What follows belongs to an exercise in optimizing a design on an open flow for small area and a short achievable clock period; a production flow would make more cautious choices.
Where RTL was checked, it was by simulation tests only, not by an equivalence proof against the original.
Function not checked in run 3: the RTL went through the layout flow alone.
Power is estimated from default activity; no workload was simulated.

[design/flow/flow/run.sh]
#!/bin/bash
set -e
export BUFFER_PORTS_ARGS="-buffer_cell sky130_fd_sc_hd__buf_2"
bash standard.sh > standard.log 2>&1
[design/flow/standard.sh]
#!/bin/bash
# synth_recipe.tcl (not shown) runs the flow's synth.tcl, then flattens the netlist and writes it again
# the make line also repeats each setting of config.mk as NAME=value (left out here)
make -C /OpenROAD-flow-scripts/flow DESIGN_CONFIG=/design/flow/config.mk WORK_HOME=/design/flow/orfs CLKGATE_MAP_FILE= SYNTH_SCRIPT=/design/flow/synth_recipe.tcl "${@:-finish}"
[design/flow/config.mk]
export PLATFORM = sky130hd
export DESIGN_NAME = frontend_top
export DESIGN_NICKNAME = frontend_top
export VERILOG_FILES = /design/flow/design.v
export SDC_FILE = /design/flow/constraint.sdc
export NUM_CORES = 4
export LEC_CHECK = 0
export ABC_CLOCK_PERIOD_IN_PS = 2000
export CAP_MARGIN = 20
export CORE_MARGIN = 2
export CORE_UTILIZATION = 55
export CTS_CLUSTER_DIAMETER = 100
export CTS_CLUSTER_SIZE = 25
export SETUP_SLACK_MARGIN = 3.9
export SLEW_MARGIN = 20
[design/flow/constraint.sdc]
create_clock -name core_clock -period 6.5 [get_ports {clk}]
set_input_delay 1.3000 -clock core_clock [delete_from_list [all_inputs] [get_ports {clk}]]
set_output_delay 1.3000 -clock core_clock [all_outputs]
set_load 0.01 [all_outputs]
[design/flow/design.v]
`timescale 1ns/1ns
`default_nettype none
module frontend_top (
    input  logic        clk,
    input  logic        rst_n,
    input  logic        inst_valid,
    input  logic [31:0] inst,
    input  logic [31:0] inst_pc,
    output logic        inst_ready,
    output logic        iss_valid,
    output logic [31:0] iss_pc,
    output logic [5:0]  iss_rob_idx,
    output logic [5:0]  iss_rd_p,
    output logic [5:0]  iss_rs1_p,
    output logic [5:0]  iss_rs2_p,
    output logic        iss_rs1_ready,
    output logic        iss_rs2_ready,
    output logic [1:0]  iss_fu,
    output logic [3:0]  iss_alu_op,
    output logic [31:0] iss_imm,
    output logic        iss_alu_src,
    output logic        iss_mem_read,
    output logic        iss_mem_write,
    output logic        iss_reg_write,
    output logic [1:0]  iss_mem_size,
    input  logic        iss_ready
);
    logic [6:0] opc;
    logic       c_r, c_i, c_l, c_s, c_u;
    assign opc = inst[6:0];
    assign c_r = (opc == 7'b0110011);
    assign c_i = (opc == 7'b0010011);
    assign c_l = (opc == 7'b0000011);
    assign c_s = (opc == 7'b0100011);
    assign c_u = (opc == 7'b0110111);
    logic        dv;
    logic        advance;
    logic        alloc;
    logic        enq;
    logic        iq_full;
    logic [5:0]  cnt;            
    typedef struct packed {
        logic [31:0] pc;
        logic [6:0]  f;
        logic [5:0]  a;
        logic [5:0]  b;
        logic [4:0]  lo;
        logic [3:0]  k;
        logic        rd;
    } ent_t;
    logic        in_needs, in_legal;
    logic        dv_n, needs_n, legal_n, full_n, cnt5_n, adv_n;
    logic        fe, pop, fc6;
    logic [3:0] in_k;
    logic [2:0] in_f3;
    logic       in_srai;
    assign in_f3   = inst[14:12];
    assign in_srai = (in_f3 == 3'b101) && (inst[31:26] == 6'b010000);
    always_comb begin
        if (c_l || c_s)
            in_k = {1'b1, c_s, 1'b0, in_f3 != 3'b000};
        else if (c_u)
            in_k = 4'b0101;
        else if (c_i)
            in_k = {2'b01, (in_f3 == 3'b110) ? 2'b10 : (in_srai ? 2'b11 : 2'b00)};
        else
            in_k = {3'b000, inst[31:25] == 7'd0 && in_f3 == 3'b100};
    end
    assign in_legal = c_r | c_i | c_l | c_s | c_u;
    assign in_needs = (c_r | c_i | c_l | c_u) && (inst[11:7] != 5'd0);
    logic nir, ld;
    assign inst_ready = !nir;
    assign dv_n    = ld ? inst_valid : dv;
    assign needs_n = ld ? in_needs : d.rd;
    assign legal_n = ld ? in_legal : d_legal;
    assign full_n  = !pop && (iq_full || (fc6 && enq));
    assign cnt5_n  = cnt[5] || (alloc && (&cnt[4:0]));
    assign adv_n   = dv_n && !full_n && (!cnt5_n || !needs_n);
    always_ff @(posedge clk or negedge rst_n) begin
        if (!rst_n) begin
            dv         <= 1'b0;
            advance    <= 1'b0;
            alloc      <= 1'b0;
            enq        <= 1'b0;
            iq_full    <= 1'b0;
            nir        <= 1'b0;
            ld         <= 1'b1;
        end else begin
            dv         <= dv_n;
            advance    <= adv_n;
            alloc      <= adv_n && needs_n;
            enq        <= adv_n && legal_n;
            iq_full    <= full_n;
            nir        <= dv_n && !adv_n;
            ld         <= !dv_n || adv_n;
        end
    end
    logic [31:0]  rn;            
    logic [159:0] rj_flat;       
    logic [4:0]   d_rd;          
    always_ff @(posedge clk or negedge rst_n) begin
        if (!rst_n)
            cnt <= 6'd0;
        else if (alloc)
            cnt <= cnt + 6'd1;
    end
    assign rn[0]         = 1'b0;     
    assign rj_flat[4:0]  = 5'd0;
    for (genvar g = 1; g < 32; g++) begin : g_rat
        logic       we;
        logic       rn_q;
        logic [4:0] rj_q;
        assign we = alloc && (d_rd == 5'(g));
        always_ff @(posedge clk or negedge rst_n) begin
            if (!rst_n)
                rn_q <= 1'b0;
            else if (we)
                rn_q <= 1'b1;
        end
        always_ff @(posedge clk) begin
            if (we) rj_q <= cnt[4:0];
        end
        assign rn[g]            = rn_q;
        assign rj_flat[g*5 +: 5] = rj_q;
    end
    function automatic logic [5:0] rat_rd(input logic [4:0] r, input logic [31:0] f,
                                         input logic [159:0] t, input logic nr);
        rat_rd = {f[r] && !nr, t[r*5 +: 5]};
    endfunction
    ent_t       d;
    logic       d_legal;
    logic       d_fw1, d_fw2;
    logic [4:0] d_rs1, d_rs2;    
    logic [4:0] last;            
    ent_t       in_e;
    logic [4:0] in_rs1, in_rs2;
    assign in_rs1 = inst[19:15];
    assign in_rs2 = inst[24:20];
    always_ff @(posedge clk) begin
        if (alloc) last <= cnt[4:0];
    end
    always_comb begin
        in_e.pc = inst_pc;
        in_e.f  = (c_r || (c_i && in_srai)) ? 7'd0 : inst[31:25];
        in_e.a  = rat_rd(in_rs1, rn, rj_flat, c_u);
        in_e.b  = rat_rd(in_rs2, rn, rj_flat, !(c_r || c_s));
        if (c_s)
            in_e.lo = inst[11:7];
        else if (c_i || c_l)
            in_e.lo = inst[24:20];
        else if (c_u)
            in_e.lo = {2'b00, in_f3};
        else
            in_e.lo = 5'd0;
        in_e.k  = in_k;
        in_e.rd = in_needs;
    end
    always_ff @(posedge clk) begin
        if (ld) begin
            d       <= in_e;
            d_rd    <= inst[11:7];
            d_rs1   <= in_rs1;
            d_rs2   <= in_rs2;
            d_legal <= in_legal;
            d_fw1   <= alloc && (d_rd == in_rs1) && !c_u;
            d_fw2   <= alloc && (d_rd == in_rs2) && (c_r || c_s);
        end
    end
    ent_t w;
    logic w_useb;                
    assign w_useb = (d.k[3] == d.k[2]) || (!d.k[3] && d.k[2] && d.k[1:0] == 2'b01);
    always_comb begin
        w   = d;
        w.a = d_fw1 ? {1'b1, last} : (d.a[5] ? d.a : {1'b0, d_rs1});
        w.b = !w_useb ? 6'd0 : (d_fw2 ? {1'b1, last} : (d.b[5] ? d.b : {1'b0, d_rs2}));
    end
    logic [60:0] q [7];          
    logic [6:0] wp, rp;          
    logic [2:0] fc;              
    logic       hv;              
    logic       refill, push;
    ent_t       qh;              
    ent_t       nx;              
    assign fc6     = (fc == 3'd6);
    assign refill  = !hv || iss_ready;
    assign pop     = iss_ready && !fe;
    assign push    = enq && !(refill && fe);
    always_comb begin
        qh = '0;
        for (int e = 0; e < 7; e++)
            if (rp[e]) qh = qh | q[e];
    end
    assign nx = fe ? w : qh;
    logic hv_n;
    assign hv_n = (hv && !(iss_ready && fe)) || enq;
    always_ff @(posedge clk or negedge rst_n) begin
        if (!rst_n) begin
            wp <= 7'd1;
            rp <= 7'd1;
            fc <= 3'd0;
            fe <= 1'b1;
            hv <= 1'b0;
        end else begin
            if (push) wp <= {wp[5:0], wp[6]};
            if (pop)  rp <= {rp[5:0], rp[6]};
            if (push && !pop) begin
                fc <= fc + 3'd1;
                fe <= 1'b0;
            end else if (pop && !push) begin
                fc <= fc - 3'd1;
                fe <= (fc == 3'd1);
            end
            hv <= hv_n;
        end
    end
    always_ff @(posedge clk) begin
        for (int e = 0; e < 7; e++)
            if (enq && wp[e]) q[e] <= w;
    end
    logic [5:0] rob;             
    logic       sel;             
    logic [5:0] rob_n;
    logic       sel_n;
    assign rob_n = hv ? rob + {5'd0, iss_rd_p[5]} : rob;
    assign sel_n = hv ? sel ^ !iss_fu[1] : sel;
    always_ff @(posedge clk or negedge rst_n) begin
        if (!rst_n) begin
            rob <= 6'd0;
            sel <= 1'b0;
        end else if (refill) begin
            rob <= rob_n;
            sel <= sel_n;
        end
    end
    logic [2:0] h_op;
    logic       h_msz;
    assign iss_rob_idx  = rob;
    assign iss_alu_op   = {1'b0, h_op};
    assign iss_mem_size = {h_msz, 1'b0};
    always_ff @(posedge clk or negedge rst_n) begin
        if (!rst_n)
            iss_valid <= 1'b0;
        else
            iss_valid <= hv_n;
    end
    logic nu;
    assign nu = !nx.k[3] && nx.k[2] && (nx.k[1:0] == 2'b01);
    always_ff @(posedge clk or negedge rst_n) begin
        if (!rst_n) begin
            iss_pc <= '0;
            iss_rd_p <= '0;
            iss_rs1_p <= '0;
            iss_rs2_p <= '0;
            iss_rs1_ready <= '0;
            iss_rs2_ready <= '0;
            iss_fu <= '0;
            h_op <= '0;
            iss_imm <= '0;
            iss_alu_src <= '0;
            iss_mem_read <= '0;
            iss_mem_write <= '0;
            iss_reg_write <= '0;
            h_msz <= '0;
        end else if (refill) begin
            iss_pc         <= nx.pc;
            iss_rd_p       <= nx.rd ? {1'b1, rob_n[4:0]} : 6'd0;
            iss_rs1_p      <= {nx.a[5], nx.a[4:0] & {5{!nu}}};
            iss_rs2_p      <= {nx.b[5], nx.b[4:0] & {5{!nu}}};
            iss_rs1_ready  <= !nx.a[5];
            iss_rs2_ready  <= !nx.b[5];
            iss_fu         <= nx.k[3] ? 2'd2 : {1'b0, sel_n};
            h_op           <= {nu, (nx.k[3] || nu) ? 2'b00 : nx.k[1:0]};
            iss_imm[31]    <= nx.f[6];
            iss_imm[30:25] <= nu ? nx.f[5:0]  : {6{nx.f[6]}};
            iss_imm[24:20] <= nu ? nx.b[4:0]  : {5{nx.f[6]}};
            iss_imm[19:15] <= nu ? nx.a[4:0]  : {5{nx.f[6]}};
            iss_imm[14:12] <= nu ? nx.lo[2:0] : {3{nx.f[6]}};
            iss_imm[11]    <= !nu && nx.f[6];
            iss_imm[10:5]  <= nu ? 6'd0 : nx.f[5:0];
            iss_imm[4:0]   <= nu ? 5'd0 : nx.lo;
            iss_alu_src    <= nx.k[3] || nx.k[2];
            iss_mem_read   <= nx.k[3] && !nx.k[2];
            iss_mem_write  <= nx.k[3] && nx.k[2];
            iss_reg_write  <= !(nx.k[3] && nx.k[2]);
            h_msz          <= !nx.k[3] || nx.k[0];
                end
    end
endmodule
`default_nettype wire
==> results.tsv, run 1 <==
stage	metric	value	unit
sta	FMAX	386	MHz
pwr	sw frac	0.279	
place	hpwl dp	47500	µm
clock_tree	H-tree levels	2	
routing	drt initial violations	1749	
pwr	power density cells	318	nW/µm²
worst_setup_path	startpoint types	input pin	
pwr	VDD IR-drop max	0.215	mV
synthesis	ranking of synthesized cells by area	edfxtp_1 61%, dfrtp_1 12%, mux4_2 7.4%	
place	RD Place Congestion	0.841	
grt	initial antenna violation count	1	
floorplan	I/O pin cnt	172	
place	pre-CTS setup slack	2510	ps
sta	final worst path period need	2590	ps
synthesis	mean post-synth cell area	16.9	µm²
run_status	outcome	timing/DRC/antenna clean	
sta	final worst slack	3910	ps
worst_setup_path	Critical Path, Cell by Cell	bufbuf_16 > mux4_2 > mux4_2 > mux2_2	
worst_setup_path	CP arrival	2940	ps
routing	First-pass DRT Iterations	6	
clock_tree	TritonCTS Buffers	39	
clock_tree	Clock Path Buffers	3	
worst_setup_path	WP buf/inv	1	
sta	Final Setup Violations	0	
pwr	P_sw	3160	µW
worst_setup_path	CP max stage cell	mux4_2	
pwr	leakage power	0.0124	µW
sta	Slew Limit Fails	0	
clock_tree	clk slew on worst S/H paths	90	ps
routing	DRC	0	
worst_setup_path	maximum fanout along the worst path	28	
pwr	Cell Int Power	8160	µW
floorplan	# rows	89	
floorplan	Die Span Y	247	µm
worst_setup_path	element type at the critical path end	flip-flop	
layout	diode count	0	
pwr	Sequential Power Share	0.592	
synthesis	Async SR Flop Fraction	0.197	
floorplan	chip width	247	µm
worst_setup_path	Most common cell on crit path	mux4_2	
sta	Max-slew headroom	0.229	
synthesis	Syn. warnings	2	
synthesis	Post-synth EDFFs	665	
synthesis	Synth Cell Area	32500	µm²
sta	skew final	22.9	ps
pwr	power share of the clock group	0.246	
worst_hold_path	hold crit path type	reg2reg	
clock_tree	clk latency of the worst-skew pair	610	ps
flow_run	max-cap viol count	0	
sta	Slew @ Worst Pin	1150	ps
sta	hold_ws	469	ps
synthesis	ys flop type	edfxtp_1	
layout	commonest cells after routing, fill and taps aside	665 x edfxtp_1, 165 x buf_2, 151 x dfrtp_1	
layout	fin area	35600	µm²
layout	area growth from synthesis to layout	9.56	%
worst_setup_path	CP delay by family, top	multiplexers	
worst_setup_path	critical path class	in2reg	
synthesis	Distinct cells, synth	59	
worst_setup_path	critical path's largest stage delay	520	ps
layout	final-stage net count	2126	
clock_tree	Hold Buf Count CTS	0	
sta	Final Hold Viols	0	
place	IO Port Bufs	169	
synthesis	sequential fraction of the synthesis area	0.740	
floorplan	die area	61100	µm²
floorplan	total core area	58800	µm²
clock_tree	CTS tree	built	
place	dpl cell area	34100	µm²
worst_setup_path	Worst EP required	6850	ps
grt	first-pass GRT wire length	120000	µm
grt	total track usage	0.269	
synthesis	post-synthesis cell count	1926	
grt	vias in the first global route	18123	
routing	Routed WL	81600	µm
sta	crit share post-route	0.399	
routing	routed len/inst	28.6	µm
routing	vias post-DR	18249	
floorplan	initial cell density of the core	0.553	
synthesis	synthesis-stage register bit count	829	
pwr	combinational power share	0.162	
sta	RSZ-0062 raised after global routing	true	
layout	commonest non-fill, non-tap cell in the layout	edfxtp_1	
clock_tree	root buffer cell	clkbuf_16	
grt	grt total ovfl	0	
clock_tree	TritonCTS Sinks	829	
synthesis	area share of the largest cell type after synthesis	0.614	
sta	Fin Setup TNS	0	ps
grt	largest net degree at the start of global routing	73	
synthesis	leading area contributor after synthesis	edfxtp_1	
routing	Post-DRT Antenna Nets	0	
routing	Vias/cell	6.40	
layout	FILL cells	4340	
layout	layout cells sized above 1	0.221	
==> final cells by class <==
| class | count | area [µm²] | area share |
|---|---|---|---|
| Sequential cell | 829 | 24100 | 0.676 |
| Inverter | 10 | 50.0 | 0.00140 |
| Multi-Input combinational cell | 958 | 7970 | 0.223 |
| Clock buffer | 66 | 1080 | 0.0302 |
| Timing Repair Buffer | 211 | 1440 | 0.0403 |
| Tap cell | 773 | 967 | 0.0271 |
| Clock inverter | 6 | 51.3 | 0.00144 |
==> metrics by stage <==
step / total power, µW / util / cells
final: 11300 / 0.606 / 2853
after global routing: 11800 / 0.606 / 2853
after CTS: 11400 / 0.605 / 2852
after detailed placement: 8620 / 0.580 / 2771
after global placement: 8560 / 0.580 / 2771
after floorplan: 7780 / - / 1927
==> cells in the mapped netlist, types with 6 or more instances <==
cell / instances
xnor2_1: 8
a21o_1: 7
ha_1: 9
a22oi_1: 126
nand2_1: 114
nor2_1: 100
mux4_2: 107
xor2_1: 16
mux2i_1: 23
o21ai_0: 61
nor2b_1: 16
o21ai_1: 23
dfrtp_1: 159
nand4_1: 58
a31oi_1: 6
clkbuf_1: 90
edfxtp_1: 665
and2_1: 8
nand3_1: 13
buf_1: 15
a222oi_1: 57
o211ai_1: 21
a21oi_1: 54
buf_2: 20
inv_1: 6
or2_2: 34
mux2_2: 29
a22o_1: 13
==> timing repair <==
action	CTS	global route
setup buffers	5	1
endpoints found under the setup margin	91	39
pin swaps	2	0
resized for setup	44	12
gates cloned	4	0
==> metal layers <==
| layer | track usage | share of wire | vias to the layer above |
|---|---|---|---|
| met4 | 0.0595 | 0.021 | 2 |
| met5 | 0 | 0.00024 | - |
| li1 | - | - | 7957 |
| met2 | 0.452 | 0.50 | 654 |
| met1 | 0.379 | 0.41 | 9526 |
| met3 | 0.0364 | 0.064 | 110 |
==> sequential cells by signal, indices dropped and copies added (netlist names), 6 cells and up <==
signal,count
cnt,6
d,61
g_rat.rj_q,155
g_rat.rn_q,31
iss_imm,32
iss_pc,32
iss_rd_p,6
iss_rs1_p,6
iss_rs2_p,6
q,427
rob,6
rp,7
wp,7
==> power by group through the flow <==
stage,Clock (µW),Sequential [µW],Combinational [µW]
floorplan,0,6830,946
global placement,0,6810,1760
global route,3000,6760,2020
detailed placement,0,6830,1790
finish,2780,6700,1840
CTS,2840,6710,1850
==> cell families after synthesis <==
logic type,share of synthesized area
and+or+nand+nor,0.0528
muxes,0.0929
AOI/OAI and AO/OA,0.0863
other,0.000115
adders and majority gates,0.00346
xor gates and xnor gates,0.00646
DFF,0.740
buffers and inverters,0.0181
==> worst paths after layout <==
check | startpoint | end | slack (ps) | cells after the start
max reg2reg | fe | fc[2] | 3970 | 8
max in group asynchronous | rst_n | iss_pc[15] | 4480 | 2
max | inst[20] | d[11] | 3910 | 4
min reg2reg | rob[5] | rob[5] | 470 | 1
min | rob[5] | rob[5] | 470 | 1
min in group asynchronous | rst_n | iq_full | 670 | 1
==> run 2: changes to the inputs <==
--- a/design/flow/config.mk
+++ b/design/flow/config.mk
@@ -11,5 +11,5 @@
 export CORE_UTILIZATION = 55
-export CTS_CLUSTER_DIAMETER = 100
-export CTS_CLUSTER_SIZE = 25
-export SETUP_SLACK_MARGIN = 3.9
+export CTS_CLUSTER_DIAMETER = 80
+export CTS_CLUSTER_SIZE = 30
+export SETUP_SLACK_MARGIN = 4.0
 export SLEW_MARGIN = 20
==> results.tsv, run 2 <==
stage	metric	value	unit	change
run_status	outcome	timing/DRC/antenna clean		unchanged
floorplan	chip width	247	µm	unchanged
sta	FMAX	398	MHz	was 386 MHz
synthesis	leading area contributor after synthesis	edfxtp_1		unchanged
sta	crit share post-route	0.386		was 0.399
worst_setup_path	Critical Path, Cell by Cell	buf_2		was bufbuf_16 > mux4_2 > mux4_2 > mux2_2
worst_setup_path	CP max stage cell	dfrtp_1		was mux4_2
grt	vias in the first global route	18390		was 18123
worst_hold_path	Hold Path Origin	cnt[5]		was rob[5]
clock_tree	TritonCTS Sinks	829		unchanged
worst_setup_path	Setup crit start	iss_pc[0]		was inst[20]
flow_run	max-cap viol count	0		unchanged
place	hpwl dp	47600	µm	was 47500 µm
synthesis	Syn. warnings	2		unchanged
floorplan	total core area	58800	µm²	unchanged
layout	commonest non-fill, non-tap cell in the layout	edfxtp_1		unchanged
grt	grt total ovfl	0		unchanged
worst_setup_path	Worst R2R Start	fe		unchanged
layout	Regs by FF count	q (427), g_rat.rj_q (155), d (61)		unchanged
place	IO Port Bufs	169		unchanged
clock_tree	H-tree levels	2		unchanged
layout	final-stage net count	2152		was 2126
grt	largest net degree at the start of global routing	84		was 73
pwr	power density cells	321	nW/µm²	was 318 nW/µm²
worst_setup_path	critical path class	reg2out		was in2reg
place	RD Place Congestion	0.845		was 0.841
worst_setup_path	startpoint types	flip-flop		was input pin
synthesis	sequential fraction of the synthesis area	0.740		unchanged
synthesis	Post-synth EDFFs	665		unchanged
worst_setup_path	CP Depth	1		was 4
floorplan	initial cell density of the core	0.553		unchanged
worst_setup_path	WP buf/inv	1		unchanged
clock_tree	TritonCTS Buffers	38		was 39
sta	hold_ws	472	ps	was 469 ps
sta	Slew @ Worst Pin	1200	ps	was 1150 ps
floorplan	# rows	89		unchanged
sta	Slew Limit Fails	0		unchanged
clock_tree	Clock Path Buffers	3		unchanged
clock_tree	CTS tree	built		unchanged
synthesis	most frequent cell after synthesis	edfxtp_1		unchanged
grt	first-pass GRT wire length	121000	µm	was 120000 µm
worst_setup_path	CP Capture Point	iss_pc[0]		was d[11]
worst_hold_path	hold crit path type	reg2reg		unchanged
synthesis	mean post-synth cell area	16.9	µm²	unchanged
sta	final worst path period need	2510	ps	was 2590 ps
synthesis	Synth Cell Area	32500	µm²	unchanged
layout	FILL cells	4307		was 4340
routing	Vias/cell	6.44		was 6.40
worst_setup_path	critical path's largest stage delay	450	ps	was 520 ps
worst_setup_path	CP delay by family, top	flip-flops		was multiplexers
sta	Final Setup Violations	0		unchanged
floorplan	Die Span Y	247	µm	unchanged
synthesis	ys flop type	edfxtp_1		unchanged
synthesis	area share of the largest cell type after synthesis	0.614		unchanged
layout	area growth from synthesis to layout	11.6	%	was 9.56%
worst_setup_path	CP arrival	1210	ps	was 2940 ps
clock_tree	root buffer cell	clkbuf_16		unchanged
layout	layout cells sized above 1	0.241		was 0.221
sta	Final Hold Viols	0		unchanged
synthesis	Post-synth top cells	665 x edfxtp_1, 159 x dfrtp_1, 126 x a22oi_1		unchanged
sta	final worst slack	3990	ps	was 3910 ps
pwr	VDD IR-drop max	0.250	mV	was 0.215 mV
synthesis	post-synthesis cell count	1926		unchanged
pwr	leakage power	0.0127	µW	was 0.0124 µW
worst_setup_path	capture point of the worst reg-to-reg path	iss_imm[15]		was fc[2]
layout	max reg flops	427		unchanged
place	pre-CTS setup slack	2520	ps	was 2510 ps
routing	Routed WL	82700	µm	was 81600 µm
sta	Fin Setup TNS	0	ps	unchanged
synthesis	Async SR Flop Fraction	0.197		unchanged
synthesis	ranking of synthesized cells by area	edfxtp_1 61%, dfrtp_1 12%, mux4_2 7.4%		unchanged
routing	Post-DRT Antenna Nets	0		unchanged
worst_setup_path	Worst R2R Path Depth	6		was 8
routing	routed len/inst	28.7	µm	was 28.6 µm
grt	initial antenna violation count	2		was 1
layout	commonest cells after routing, fill and taps aside	665 x edfxtp_1, 156 x buf_2, 146 x dfrtp_1		was 665 x edfxtp_1, 165 x buf_2, 151 x dfrtp_1
grt	total track usage	0.272		was 0.269
clock_tree	clk latency of the worst-skew pair	620	ps	was 610 ps
routing	drt initial violations	2109		was 1749
sta	Max-slew headroom	0.197		was 0.229
sta	RSZ-0062 raised after global routing	true		unchanged
routing	First-pass DRT Iterations	6		unchanged
synthesis	Distinct cells, synth	59		unchanged
worst_setup_path	Reg2Reg Setup Slack	4080	ps	was 3970 ps
clock_tree	clk slew on worst S/H paths	110	ps	was 90 ps
synthesis	synthesis-stage register bit count	829		unchanged
routing	DRC	0		unchanged
routing	vias post-DR	18562		was 18249
layout	Largest Register	q		unchanged
floorplan	I/O pin cnt	172		unchanged
sta	skew final	29.1	ps	was 22.9 ps
worst_setup_path	maximum fanout along the worst path	2		was 28
floorplan	die area	61100	µm²	unchanged
worst_setup_path	Worst EP required	5200	ps	was 6850 ps
worst_setup_path	element type at the critical path end	primary output		was flip-flop
-- run 2: cell counts after synthesis --
Identical to the previous run, type by type.
-- run 2: layer usage --
layer	vias to the layer above	wire length [µm]	GRT usage	part of all wire
li1	8017	-	-	-
met1	9716	33800	0.384	0.41
met2	699	41500	0.457	0.50
met3	130	5290	0.0301	0.064
met4	0	2090	0.0731	0.025
met5	-	0	0	0
-- run 2: final cells by class --
type	instances	area, µm²	share of cell area
clock inverter	18	251	0.00693
timing repair buffer	238	1890	0.0520
tap	773	967	0.0266
sequential	829	24100	0.664
clock buffer	51	1030	0.0284
multi-input combinational	958	7980	0.220
antenna	5	12.5	0.000345
inverter	10	63.8	0.00176
-- run 2: power breakdown --
| group | switching, µW | total (µW) | internal [µW] | leakage [µW] |
|---|---|---|---|---|
| Clock | 1710 | 2980 | 1270 | 0.000620 |
| Sequential | 405 | 6740 | 6330 | 0.00813 |
| Combinational | 1170 | 1920 | 745 | 0.00393 |
| Total | 3280 | 11600 | 8350 | 0.0127 |
-- run 2: cells by family (layout without fill, tap and decap cells) --
| group | after synthesis | after routing | synth area share |
|---|---|---|---|
| adders and majority gates | 9 | 9 | 0.00346 |
| DFF | 829 | 829 | 0.740 |
| buffers and inverters | 141 | 317 | 0.0181 |
| AOI/OAI and AO/OA | 396 | 396 | 0.0863 |
| other | 1 | 7 | 0.000115 |
| xor gates and xnor gates | 24 | 24 | 0.00646 |
| muxes | 164 | 164 | 0.0929 |
| and+or+nand+nor | 362 | 363 | 0.0528 |
-- run 2: worst min-delay path by stage --
stage          endpoint  slack (ps)  depth (start not counted)
6_report         cnt[5]         470                          1
5_1_grt          cnt[5]         490                          1
3_5_place_dp     rob[5]         460                          1
3_3_place_gp     rob[5]         450                          1
4_1_cts          cnt[5]         480                          1
2_1_floorplan        fe         440                          1
-- run 2: through the flow --
| step | util | total power, µW | std cells | area (µm²) |
|---|---|---|---|---|
| after floorplan | - | 7790 | 1927 | 32700 |
| after global placement | 0.581 | 8580 | 2768 | 34100 |
| after detailed placement | 0.581 | 8620 | 2768 | 34100 |
| after CTS | 0.613 | 11600 | 2863 | 36000 |
| after global routing | 0.617 | 12100 | 2877 | 36300 |
| final | 0.617 | 11600 | 2882 | 36300 |
-- run 2: worst reg2reg max path, delay by kind of cell (launching register included) --
| family | cells | cell delay (ps) |
|---|---|---|
| AOI/OAI and AO/OA | 3 | 890 |
| buffers and inverters | 3 | 640 |
| DFF | 1 | 750 |
-- run 2: timing repair --
action / in CTS / in global routing
pin swaps: 2 / 0
hold buffers: 0 / 0
setup endpoints to repair: 119 / 78
gates resized for setup: 64 / 23
cloned: 6 / 4
buffers inserted: 20 / 9
==> run 3: changes to the inputs <==
--- a/design/flow/design.v
+++ b/design/flow/design.v
@@ -125,6 +125,18 @@
     end
-    function automatic logic [5:0] rat_rd(input logic [4:0] r, input logic [31:0] f,
-                                         input logic [159:0] t, input logic nr);
-        rat_rd = {f[r] && !nr, t[r*5 +: 5]};
+    function automatic logic [4:0] rj_sel(input logic [31:0] dec, input logic [159:0] t);
+        logic [4:0] r;
+        r = 5'd0;
+        for (int k = 1; k < 32; k++)
+            r = r | (t[k*5 +: 5] & {5{dec[k]}});
+        rj_sel = r;
     endfunction
+    logic [31:0] dec1, dec2;
+    logic        rn1, rn2;
+    logic [4:0]  rj1, rj2;
+    assign dec1 = (32'd1 << inst[19:15]) & {32{!c_u}};
+    assign dec2 = (32'd1 << inst[24:20]) & {32{c_r || c_s}};
+    assign rn1  = |(dec1 & rn);
+    assign rn2  = |(dec2 & rn);
+    assign rj1  = rj_sel(dec1, rj_flat);
+    assign rj2  = rj_sel(dec2, rj_flat);
     ent_t       d;
@@ -132,3 +144,2 @@
     logic       d_fw1, d_fw2;
-    logic [4:0] d_rs1, d_rs2;    
     logic [4:0] last;            
@@ -144,4 +155,4 @@
         in_e.f  = (c_r || (c_i && in_srai)) ? 7'd0 : inst[31:25];
-        in_e.a  = rat_rd(in_rs1, rn, rj_flat, c_u);
-        in_e.b  = rat_rd(in_rs2, rn, rj_flat, !(c_r || c_s));
+        in_e.a  = rn1 ? {1'b1, rj1} : {1'b0, in_rs1};
+        in_e.b  = rn2 ? {1'b1, rj2} : {1'b0, in_rs2};
         if (c_s)
@@ -161,4 +172,2 @@
             d_rd    <= inst[11:7];
-            d_rs1   <= in_rs1;
-            d_rs2   <= in_rs2;
             d_legal <= in_legal;
@@ -173,4 +182,4 @@
         w   = d;
-        w.a = d_fw1 ? {1'b1, last} : (d.a[5] ? d.a : {1'b0, d_rs1});
-        w.b = !w_useb ? 6'd0 : (d_fw2 ? {1'b1, last} : (d.b[5] ? d.b : {1'b0, d_rs2}));
+        w.a = d_fw1 ? {1'b1, last} : d.a;
+        w.b = !w_useb ? 6'd0 : (d_fw2 ? {1'b1, last} : d.b);
     end
--- a/design/flow/config.mk
+++ b/design/flow/config.mk
@@ -11,4 +11,4 @@
 export CORE_UTILIZATION = 55
-export CTS_CLUSTER_DIAMETER = 80
-export CTS_CLUSTER_SIZE = 30
+export CTS_CLUSTER_DIAMETER = 100
+export CTS_CLUSTER_SIZE = 25
 export SETUP_SLACK_MARGIN = 4.0
==> results.tsv, run 3 <==
stage	metric	value	unit	change
run_status	outcome	timing/DRC/antenna clean		unchanged
floorplan	Die Span Y	250	µm	was 247 µm
synthesis	most frequent cell after synthesis	edfxtp_1		unchanged
sta	Fin Setup TNS	0	ps	unchanged
grt	grt total ovfl	0		unchanged
clock_tree	Clock Path Buffers	3		unchanged
place	hpwl dp	67100	µm	was 47600 µm
layout	commonest non-fill, non-tap cell in the layout	edfxtp_1		unchanged
synthesis	Post-synth top cells	655 x edfxtp_1, 159 x dfrtp_1, 152 x a22oi_1		was 665 x edfxtp_1, 159 x dfrtp_1, 126 x a22oi_1
synthesis	Post-Synth Simple-Gate Area	0.0854		was 0.0528
sta	skew final	33.7	ps	was 29.1 ps
worst_setup_path	CP max stage cell	a222oi_1		was dfrtp_1
pwr	Sequential Power Share	0.585		was 0.579
layout	layout cells sized above 1	0.233		was 0.241
pwr	combinational power share	0.151		was 0.165
routing	Post-DRT Antenna Nets	0		unchanged
sta	crit share post-route	0.468		was 0.386
synthesis	synthesis-stage register bit count	819		was 829
clock_tree	TritonCTS Buffers	39		was 38
synthesis	Synth Cell Area	33300	µm²	was 32500 µm²
floorplan	initial cell density of the core	0.553		about the same
synthesis	post-synthesis cell count	2268		was 1926
sta	Max-slew headroom	0.273		was 0.197
layout	area growth from synthesis to layout	14.2	%	was 11.6%
synthesis	Syn. warnings	2		unchanged
pwr	sw frac	0.266		was 0.282
layout	FILL cells	4441		was 4307
floorplan	# rows	90		was 89
sta	Final Hold Viols	0		unchanged
synthesis	post-synthesis xor/xnor area fraction	0.00632		was 0.00646
worst_setup_path	startpoint types	input pin		was flip-flop
worst_setup_path	element type at the critical path end	flip-flop		was primary output
clock_tree	clk slew on worst S/H paths	100	ps	was 110 ps
pwr	Cell Int Power	7840	µW	was 8350 µW
sta	final worst path period need	3040	ps	was 2510 ps
worst_setup_path	Worst EP required	6860	ps	was 5200 ps
sta	Slew @ Worst Pin	1090	ps	was 1200 ps
grt	total track usage	0.328		was 0.272
routing	First-pass DRT Iterations	9		was 6
synthesis	leading area contributor after synthesis	edfxtp_1		unchanged
floorplan	total core area	60100	µm²	was 58800 µm²
clock_tree	TritonCTS Sinks	819		was 829
sta	Final Setup Violations	0		unchanged
routing	Routed WL	104000	µm	was 82700 µm
clock_tree	H-tree levels	2		unchanged
worst_setup_path	critical path's largest stage delay	750	ps	was 450 ps
synthesis	Post-synth EDFFs	655		was 665
layout	post-layout util	0.632		was 0.617
grt	vias in the first global route	21024		was 18390
synthesis	multiplexer area fraction after synthesis	0.0368		was 0.0929
synthesis	ys flop type	edfxtp_1		unchanged
worst_setup_path	Critical Path, Cell by Cell	buf_16 > buf_12 > nor4b_4 > buf_4 > a222oi_1 > nor3_1 > a211oi_2 > nand3_1 > mux2_4		was buf_2
layout	final-stage net count	2530		was 2152
floorplan	chip width	250	µm	was 247 µm
layout	max reg flops	427		unchanged
synthesis	Compound-Gate Fraction of Synth Area	0.129		was 0.0863
routing	routed len/inst	32.0	µm	was 28.7 µm
pwr	power share of the clock group	0.264		was 0.256
worst_setup_path	CP arrival	3400	ps	was 1210 ps
clock_tree	clk latency of the worst-skew pair	620	ps	about the same
sta	FMAX	329	MHz	was 398 MHz
worst_setup_path	critical path class	in2reg		was reg2out
worst_hold_path	hold crit path type	reg2reg		unchanged
synthesis	ranking of synthesized cells by area	edfxtp_1 59%, dfrtp_1 12%, a22oi_1 3.4%		was edfxtp_1 61%, dfrtp_1 12%, mux4_2 7.4%
pwr	leakage power	0.0135	µW	was 0.0127 µW
flow_run	max-cap viol count	0		unchanged
worst_setup_path	maximum fanout along the worst path	7		was 2
routing	Vias/cell	6.77		was 6.44
layout	Regs by FF count	q (427), g_rat.rj_q (155), d (61)		unchanged
routing	DRC	0		unchanged
routing	vias post-DR	22110		was 18562
pwr	power density cells	281	nW/µm²	was 321 nW/µm²
synthesis	combinational family with the most area after synthesis	compound AO/OA/AOI/OAI gates		was multiplexers
synthesis	mean post-synth cell area	14.7	µm²	was 16.9 µm²
sta	Slew Limit Fails	0		unchanged
synthesis	Async SR Flop Fraction	0.199		was 0.197
synthesis	sequential fraction of the synthesis area	0.714		was 0.740
grt	initial antenna violation count	1		was 2
pwr	P_sw	2840	µW	was 3280 µW
floorplan	die area	62500	µm²	was 61100 µm²
place	IO Port Bufs	169		unchanged
layout	Largest Register	q		unchanged
synthesis	area share of the largest cell type after synthesis	0.591		was 0.614
routing	drt initial violations	2697		was 2109
clock_tree	root buffer cell	clkbuf_16		unchanged
place	RD Place Congestion	1.07		was 0.845
floorplan	I/O pin cnt	172		unchanged
grt	first-pass GRT wire length	149000	µm	was 121000 µm
grt	largest net degree at the start of global routing	92		was 84
layout	commonest cells after routing, fill and taps aside	655 x edfxtp_1, 152 x buf_2, 148 x a22oi_1		was 665 x edfxtp_1, 156 x buf_2, 146 x dfrtp_1
pwr	VDD IR-drop max	0.310	mV	was 0.250 mV
synthesis	Distinct cells, synth	90		was 59
clock_tree	CTS tree	built		unchanged
sta	RSZ-0062 raised after global routing	true		unchanged
synthesis	Post-Synth Adder-Cell Area	0.00338		was 0.00346
## run 3: metal layers
metal	global-route usage	part of all wire
met1	0.454	0.39
met2	0.525	0.47
met3	0.0375	0.077
met4	0.157	0.062
met5	0	0
## run 3: stage by stage
stage / hold slack [ps] / power [µW] / instance area (µm²) / setup slack, ps / std cells
2_1_floorplan: 436 / 7170 / 33400 / 3250 / 2269
3_3_place_gp: 453 / 7770 / 34800 / 2110 / 3091
3_5_place_dp: 456 / 7810 / 34800 / 2050 / 3091
4_1_cts: 473 / 10700 / 37300 / 3610 / 3217
5_1_grt: 494 / 11100 / 38000 / 3470 / 3263
6_report: 471 / 10700 / 38000 / 3460 / 3264
## run 3: final cells by class
type,count,area [µm²],area share
Tap cell,782,978,0.0257
Clock buffer,63,1080,0.0283
Sequential cell,819,23800,0.627
Multi-Input combinational cell,1262,9330,0.246
Inverter,20,103,0.00270
Timing Repair Buffer,311,2580,0.0679
Antenna cell,1,2.50,0.0000659
Clock inverter,6,118,0.00309
## run 3: power by group through the flow
stage / sequential, µW / combinational (µW) / clock (µW)
5_1_grt: 6290 / 1740 / 3050
6_report: 6250 / 1610 / 2820
2_1_floorplan: 6360 / 803 / 0
4_1_cts: 6260 / 1550 / 2870
3_3_place_gp: 6360 / 1410 / 0
3_5_place_dp: 6380 / 1440 / 0
## run 3: cells by family after synthesis
family	after synthesis
DFF	819
AOI/OAI and AO/OA	577
and+or+nand+nor	539
buffers and inverters	189
muxes	110
xor gates and xnor gates	24
adders and majority gates	9
other	1
## run 3: final timing paths
check                           startpoint                end  slack [ps]  cells past startpoint
worst max-delay path              inst[15]              d[16]        3460                      9
max in group asynchronous            rst_n              rp[1]        4620                      2
worst min-delay path                rob[5]             rob[5]         470                      1
worst max register to register     d_rd[0]  g_rat[23].rj_q[1]        4010                      2
min in group asynchronous            rst_n        iss_imm[10]         800                      1
worst min register to register      rob[5]             rob[5]         470                      1
## run 3: what timing repair did
item	CTS	global route
gates resized for setup	172	73
endpoints found under the hold margin	0	0
hold buffers	0	0
cloned	5	6
setup buffers	52	40
setup endpoints to repair	196	76
pin swaps	25	30
## run 3: worst max-delay path, delay by kind of cell
kind                   cells  cell delay (ps)
and+or+nand+nor            3              420
muxes                      1              280
buffers and inverters      3              390
AOI/OAI and AO/OA          2              990

separate check: timing with driven ports:
How much do the figures lean on ideal ports? The routed layouts below were timed once more, with nothing changed but the port constraints. Step 1: set_driving_cell puts a clkbuf_16 on clk and a buf_2 on each other input, an assumption about the parent block. Step 2, shift: input delay + t, output delay - t, t = (earliest + latest rising clock arrival at the registers) / 2. This alone moves slack from input paths to output paths. Slacks: no drivers / after step 1 / after step 2; pairs: no drivers / after step 1.
| run | t, ns | setup WS [ns] | worst setup path at the end | worst data-port slew with drivers (ns) | pins driven straight from the clock port |
|---|---|---|---|---|---|
| run 1 | 0.654 | 3.906 / 3.803 / 3.149 | input to register | 0.16 | 1 |
| run 2 | 0.659 | 3.990 / 3.840 / 3.181 | input to register | 0.29 | 1 |
| run 3 | 0.670 | 3.457 / 3.412 / 2.742 | input to register | 0.21 | 1 |
After both steps setup and hold are still met in every run listed. For run 2, which loses most, drivers alone change the setup slack by -0.150 ns; drivers and shift together by -0.809 ns.
